Source: an optimization exercise on an open RTL-to-GDS flow (aim: small area, a short achievable clock period and few clock cycles). Production flows keep margins and buffers that such runs may drop.
In this exercise RTL edits were held to simulation tests only and were not proved equivalent to the original.
Power figures rest on the tool's default switching activity, not on a simulated workload.

== run A ==
==> flow/design.v <==
package lua_cpu_pkg;
	typedef logic [32-1:0] word_t;
	typedef logic [5-1:0] reg_idx_t;
	typedef logic [5-1:0] ttag_t;
	typedef logic [6-1:0] opcode_t;
	typedef enum logic [1:0] {
		instr_in_progress = 2'd0,
		instr_done = 2'd1,
		instr_not_impl = 2'd3
	} instr_status_e;
	typedef enum logic [1:0] {
		src_instr = 2'd0,
		src_dumper = 2'd1,
		src_external = 2'd3
	} write_src_e;
	typedef enum logic [1:0] {
		cmd_run = 2'd0,
		cmd_load_reg = 2'd1,
		cmd_load_type = 2'd2,
		cmd_load_base = 2'd3
	} cmd_e;
	typedef enum logic [3:0] {
		ex_idle = 4'd0,
		ex_fetch_pc = 4'd1,
		ex_fetch_instr = 4'd2,
		ex_exec_instr = 4'd3,
		ex_store_pc = 4'd4,
		ex_store_regs = 4'd5,
		ex_load_reg = 4'd6,
		ex_load_type = 4'd7,
		ex_load_base = 4'd8,
		ex_finish = 4'd15
	} ex_state_e;
	typedef enum logic [1:0] {
		dp_idle = 2'd0,
		dp_value = 2'd1,
		dp_type = 2'd2,
		dp_end = 2'd3
	} dump_phase_e;
endpackage
`timescale 1ns/1ps
module lua_cpu (
	input logic clk,
	input logic rst,
	input logic start,
	input lua_cpu_pkg::cmd_e n,
	input lua_cpu_pkg::word_t dataa,
	input lua_cpu_pkg::word_t datab,
	output logic done,
	output lua_cpu_pkg::word_t result,
	output lua_cpu_pkg::word_t mem_address,
	output lua_cpu_pkg::word_t mem_writedata,
	output logic mem_read,
	output logic mem_write,
	input lua_cpu_pkg::word_t mem_readdata,
	input logic mem_waitrequest
);
	localparam logic [2:0] S_IDLE = 3'd0;
	localparam logic [2:0] S_RPC = 3'd1;	 
	localparam logic [2:0] S_FETCH = 3'd2;	 
	localparam logic [2:0] S_DUMP = 3'd3;	 
	localparam logic [2:0] S_DUMPT = 3'd4;	 
	logic [2:0] st;
	logic rd, wr;	 
	logic req;	 
	logic [31:0] addr, wdata, ir;
	logic [4:0] tl;
	logic ex;	 
	logic [4:0] widx, ridx;
	logic wen_v, wen_t;
	logic [31:0] ldv_data;
	logic [4:0] ldt_data;
	logic [31:0] base;
	logic [31:0] V [32];
	logic [4:0] T [32];
	logic [31:0] val, dirty;
	logic any_dirty;
	logic [31:0] addr_o;
	assign mem_read = rd;
	assign mem_write = wr;
	assign mem_address = addr_o;
	assign mem_writedata = wdata;
	assign result = ir;
	logic acc;
	assign acc = req && !mem_waitrequest;
	logic in_move, move_acc;
	assign in_move = (mem_readdata[6-1:0] == 6'd0);
	assign move_acc = (st == S_FETCH) && acc && in_move;
	logic ld_val, ld_type;
	assign ld_val = start && (n == lua_cpu_pkg::cmd_load_reg);
	assign ld_type = start && (n == lua_cpu_pkg::cmd_load_type);
	logic [7:0] lo_ofs;
	logic lo_nb;	 
	logic slot_hit;
	always_comb begin
		logic [23:0] x, y;
		{lo_nb, lo_ofs} = {1'b0, dataa[7:0]} + {1'b0, ~base[7:0]} + 9'd1;
		x = dataa[31:8];
		y = ~base[31:8];
		slot_hit = ((x[0] ^ y[0]) == lo_nb);
		for (int i = 1; i < 24; i++)
			slot_hit = slot_hit & ((x[i] ^ y[i]) == (x[i-1] | y[i-1]));
	end
	logic [4:0] jnext;
	logic [31:0] jnext_oh;
	logic anynext;
	always_comb begin : ffs
		logic [31:0] d_eff;
		logic seen;
		for (int i = 0; i < 32; i++)
			d_eff[i] = dirty[i] | (ex && widx == 5'(i));
		seen = 1'b0;
		for (int i = 0; i < 32; i++) begin
			jnext_oh[i] = d_eff[i] && !seen;
			seen = seen | d_eff[i];
		end
		for (int k = 0; k < 5; k++) begin
			jnext[k] = 1'b0;
			for (int i = 0; i < 32; i++)
				if (i[k]) jnext[k] = jnext[k] | jnext_oh[i];
		end
		anynext = seen;
	end
	logic [31:0] rsel;
	logic [31:0] val_next;
	always_comb
		for (int i = 0; i < 32; i++)
			val_next[i] = val[i] | (widx == 5'(i) && (wen_v || wen_t));
	always_ff @(posedge clk) begin
		any_dirty <= anynext;
		ridx <= jnext;
		for (int i = 0; i < 32; i++)
			rsel[i] <= !(ld_val || ld_type) && val_next[i] &&
				(move_acc ? (mem_readdata[18:14] == 5'(i)) : jnext_oh[i]);
		widx <= move_acc ? mem_readdata[10:6] : lo_ofs[7:3];
		ldv_data <= ld_val ? datab : 32'd0;
		ldt_data <= ld_type ? datab[4:0] : 5'd0;
	end
	always_ff @(posedge clk or posedge rst) begin
		if (rst) begin
			ex <= 1'b0;
			wen_v <= 1'b0;
			wen_t <= 1'b0;
			base <= '0;
		end else begin
			ex <= move_acc;
			wen_v <= move_acc || (ld_val && slot_hit);
			wen_t <= move_acc || (ld_type && slot_hit);
			if (start && (n == lua_cpu_pkg::cmd_load_base))
				base <= dataa;
		end
	end
	logic [31:0] rdv;
	logic [4:0] rdt;
	always_comb begin
		rdv = '0;
		rdt = '0;
		for (int i = 0; i < 32; i++) begin
			rdv = rdv | (V[i] & {32{rsel[i]}});
			rdt = rdt | (T[i] & {5{rsel[i]}});
		end
	end
	logic [31:0] wdv;
	logic [4:0] wdt;
	assign wdv = rdv | ldv_data;
	assign wdt = rdt | ldt_data;
	always_ff @(posedge clk) begin
		for (int i = 0; i < 32; i++) begin
			if (widx == 5'(i) && (wen_v || (wen_t && !val[i]))) V[i] <= wdv;
			if (widx == 5'(i) && (wen_t || (wen_v && !val[i]))) T[i] <= wdt;
		end
	end
	always_ff @(posedge clk or posedge rst) begin
		if (rst)
			val <= '0;
		else
			val <= val_next;
	end
	always_ff @(posedge clk) begin
		for (int i = 0; i < 32; i++) begin
			if (start)
				dirty[i] <= 1'b0;
			else if (ex && widx == 5'(i))
				dirty[i] <= 1'b1;
			else if ((st == S_DUMP) && acc && ridx == 5'(i))
				dirty[i] <= 1'b0;
		end
	end
	always_ff @(posedge clk or posedge rst) begin
		if (rst) begin
			st <= S_IDLE;
			rd <= 1'b0;
			wr <= 1'b0;
			req <= 1'b0;
			done <= 1'b0;
		end else begin
			done <= 1'b0;
			case (st)
				S_IDLE: begin
					if (start) begin
						if (n == lua_cpu_pkg::cmd_run) begin
							rd <= 1'b1;
							req <= 1'b1;
							st <= S_RPC;
						end else
							done <= 1'b1;
					end
				end
				S_RPC: if (acc) st <= S_FETCH;
				S_FETCH: begin
					if (acc && !in_move) begin
						rd <= 1'b0;
						wr <= 1'b1;
						st <= S_DUMP;
					end
				end
				S_DUMP: begin
					if (acc) begin
						if (any_dirty)
							st <= S_DUMPT;
						else begin
							wr <= 1'b0;
							req <= 1'b0;
							done <= 1'b1;
							st <= S_IDLE;
						end
					end
				end
				S_DUMPT: if (acc) st <= S_DUMP;
				default: st <= S_IDLE;
			endcase
		end
	end
	logic [31:0] ci20;
	always_comb begin : savedpc_addr
		logic [5:0] lo;
		logic [26:0] hi, hi1;
		lo = {1'b0, dataa[4:0]} + 6'd20;
		hi = dataa[31:5];
		hi1 = dataa[31:5] + 27'd1;
		ci20 = {lo[5] ? hi1 : hi, lo[4:0]};
	end
	always_ff @(posedge clk) begin
		case (st)
			S_IDLE: begin
				addr <= ci20;
				if (start)
					addr_o <= ci20;
			end
			S_RPC: begin
				if (acc) begin
					addr <= mem_readdata;
					addr_o <= mem_readdata;
				end
			end
			S_FETCH: begin
				if (acc) begin
					ir <= mem_readdata;
					wdata <= addr + 32'd4;
					if (in_move) begin
						addr <= addr + 32'd4;
						addr_o <= addr + 32'd4;
					end else begin
						addr <= ci20;
						addr_o <= ci20;
					end
				end
			end
			S_DUMP: begin
				if (acc) begin
					addr <= base + {ridx, 3'b000};
					addr_o <= base + {ridx, 3'b000};
					wdata <= rdv;
					tl <= rdt;
				end
			end
			S_DUMPT: begin
				if (acc) begin
					addr <= addr + 32'd4;
					addr_o <= addr + 32'd4;
					wdata <= {27'd0, tl};
				end
			end
			default: ;
		endcase
	end
endmodule
export LEC_CHECK = 0
export ABC_CLOCK_PERIOD_IN_PS = 2000
export CAP_MARGIN = 20
export CORE_MARGIN = 2
export CORE_UTILIZATION = 45
export CTS_CLUSTER_DIAMETER = 100
export CTS_CLUSTER_SIZE = 28
export PLACE_DENSITY = 0.55
export SLEW_MARGIN = 20
create_clock -name core_clock -period 13.0 [get_ports {clk}]
standard.sh (not shown) runs the stock make flow with config.mk's settings and CLKGATE_MAP_FILE= SYNTH_SCRIPT=/design/flow/synth_recipe.tcl, a recipe that flattens the netlist after the stock synthesis.
==> flow/flow/run.sh <==
#!/bin/bash
# The standard layout (the standard.sh, unchanged synthesis) with these
# optimiser settings changed; constraints and clock period are the design's:
#  - timing repair aims for a large setup margin (a period well below 13 ns)
#  - sizing may pick cells of any footprint
#  - ports are buffered with buf_4 cells
bash standard.sh SETUP_SLACK_MARGIN=9 MATCH_CELL_FOOTPRINT=0 \
	"BUFFER_PORTS_ARGS=-buffer_cell sky130_fd_sc_hd__buf_4" finish > standard.log 2>&1
Run A: full flow OK, the timing, DRC and antenna checks passed
Testbench counts of run A, summed over its fixed seeds: cycles 44,547.
--- input diff run A..run B ---
diff --git a/flow/config.mk b/flow/config.mk
--- a/flow/config.mk
+++ b/flow/config.mk
@@ -11 +11 @@
-export CORE_UTILIZATION = 45
+export CORE_UTILIZATION = 55
@@ -14 +14 @@
-export PLACE_DENSITY = 0.55
+export PLACE_DENSITY = 0.65
### Flow results
The launching element of the worst setup path comes out wdata[6] in one run and wdata[0] in the other, namely in run A and run B respectively. Side by side, cell count turned out lower in run B than in run A. Run A → run B: final area lost 730 um^2, max-slew headroom at the worst pin picked up an extra 3.6 points. For the sequential share of layout area, run B came in 0.78 points higher than run A did. Run B vs run A, cell count of the worst reg-to-reg path went up by 3. Sort run A and run B by width of the die desc -> top: run A. TritonCTS buffer count, run B vs run A: down slightly. On insertion delay to the later sink of the worst-skew pair, run A and run B are neck and neck.
## Diff of input files: run C against run B
diff --git a/flow/config.mk b/flow/config.mk
--- a/flow/config.mk
+++ b/flow/config.mk
@@ -11,4 +11,2 @@
-export CORE_UTILIZATION = 55
-export CTS_CLUSTER_DIAMETER = 100
-export CTS_CLUSTER_SIZE = 28
-export PLACE_DENSITY = 0.65
+export CORE_UTILIZATION = 45
+export PLACE_DENSITY = 0.55
Delta (run C minus run B): clock power share increased 14 points; design area increased about 6%. [compare] base=run B new=run C: area growth from synthesis to layout now larger, number of clock buffers in the layout now larger, share of total power in combinational logic now smaller, clock distribution power now larger. When run C is measured against run B, its count of plain and timing-repair buffers turns out 10 higher. Wire: run C routes more than run B.
Setup changes, run C to run D
diff --git a/flow/config.mk b/flow/config.mk
--- a/flow/config.mk
+++ b/flow/config.mk
@@ -11,0 +12,2 @@
+export CTS_CLUSTER_DIAMETER = 100
+export CTS_CLUSTER_SIZE = 24
### Flow results
Fraction of power consumed by combinational cells came out higher on run D than on run C. Compared with run C, run D shows power density normalized to cell area that has gone down by more than 10%. Cmp run D and run C / total global-route track usage / higher: run C. Run C has lower critical path depth than run D.
> inputs changed (run D -> run E)
diff --git a/flow/config.mk b/flow/config.mk
--- a/flow/config.mk
+++ b/flow/config.mk
@@ -9 +9 @@
-export CAP_MARGIN = 20
+export CAP_MARGIN = 10
@@ -13 +13 @@
-export CTS_CLUSTER_SIZE = 24
+export CTS_CLUSTER_SIZE = 26
@@ -15 +15 @@
-export SLEW_MARGIN = 20
+export SLEW_MARGIN = 10
==> comparison <==
- Post-synthesis adder-cell area fraction: run D vs run E identical
- | hold slack | run E vs run D | ≈ equal |
- Maximum net fanout on the critical path across run E and run D: no real change.
- Run E and run D ended up with nearly the same post-route cell area.
- The fraction of power consumed by combinational cells was comparable across run E and run D.
- Run E reports its launching instance or port of the critical path as mem_readdata[3] while run D reports mem_readdata[5].

==> re-timing with driven ports <==
The flow's constraints put no driver on any port. The routed layouts listed below were extracted and timed again, unchanged, in two steps.
Step 1 (the two cells are an assumption about what drives the block):
set clk [get_ports {clk}]
set_driving_cell -lib_cell sky130_fd_sc_hd__clkbuf_16 $clk
set_driving_cell -lib_cell sky130_fd_sc_hd__buf_2 [delete_from_list [all_inputs] $clk]
Step 2, shift: input delay + t, output delay - t, t = (earliest + latest rising clock arrival at the registers) / 2. This alone moves slack from input paths to output paths.
Three values: no drivers, after step 1, after step 2; two values: the first two.
| run | t (ns) | slack for setup (ns) | latest minus earliest clock arrival (ns) | slew at the worst register clock pin (ns) |
|---|---|---|---|---|
| run A | 0.824 | 9.005 / 8.923 / 8.338 | 0.039 / 0.039 | 0.12 / 0.12 |
| run B | 0.815 | 9.027 / 8.950 / 8.324 | 0.030 / 0.029 | 0.12 / 0.12 |
| run C | 0.873 | 8.991 / 8.909 / 8.294 | 0.027 / 0.027 | 0.06 / 0.06 |
| run D | 0.767 | 8.986 / 8.974 / 8.278 | 0.041 / 0.042 | 0.11 / 0.11 |
| run E | 0.758 | 9.008 / 8.991 / 8.312 | 0.032 / 0.033 | 0.11 / 0.11 |
After both steps every run listed still meets setup and hold. The setup slack of run D, which loses most, moves by -0.012 ns with the drivers and by -0.708 ns with both steps.
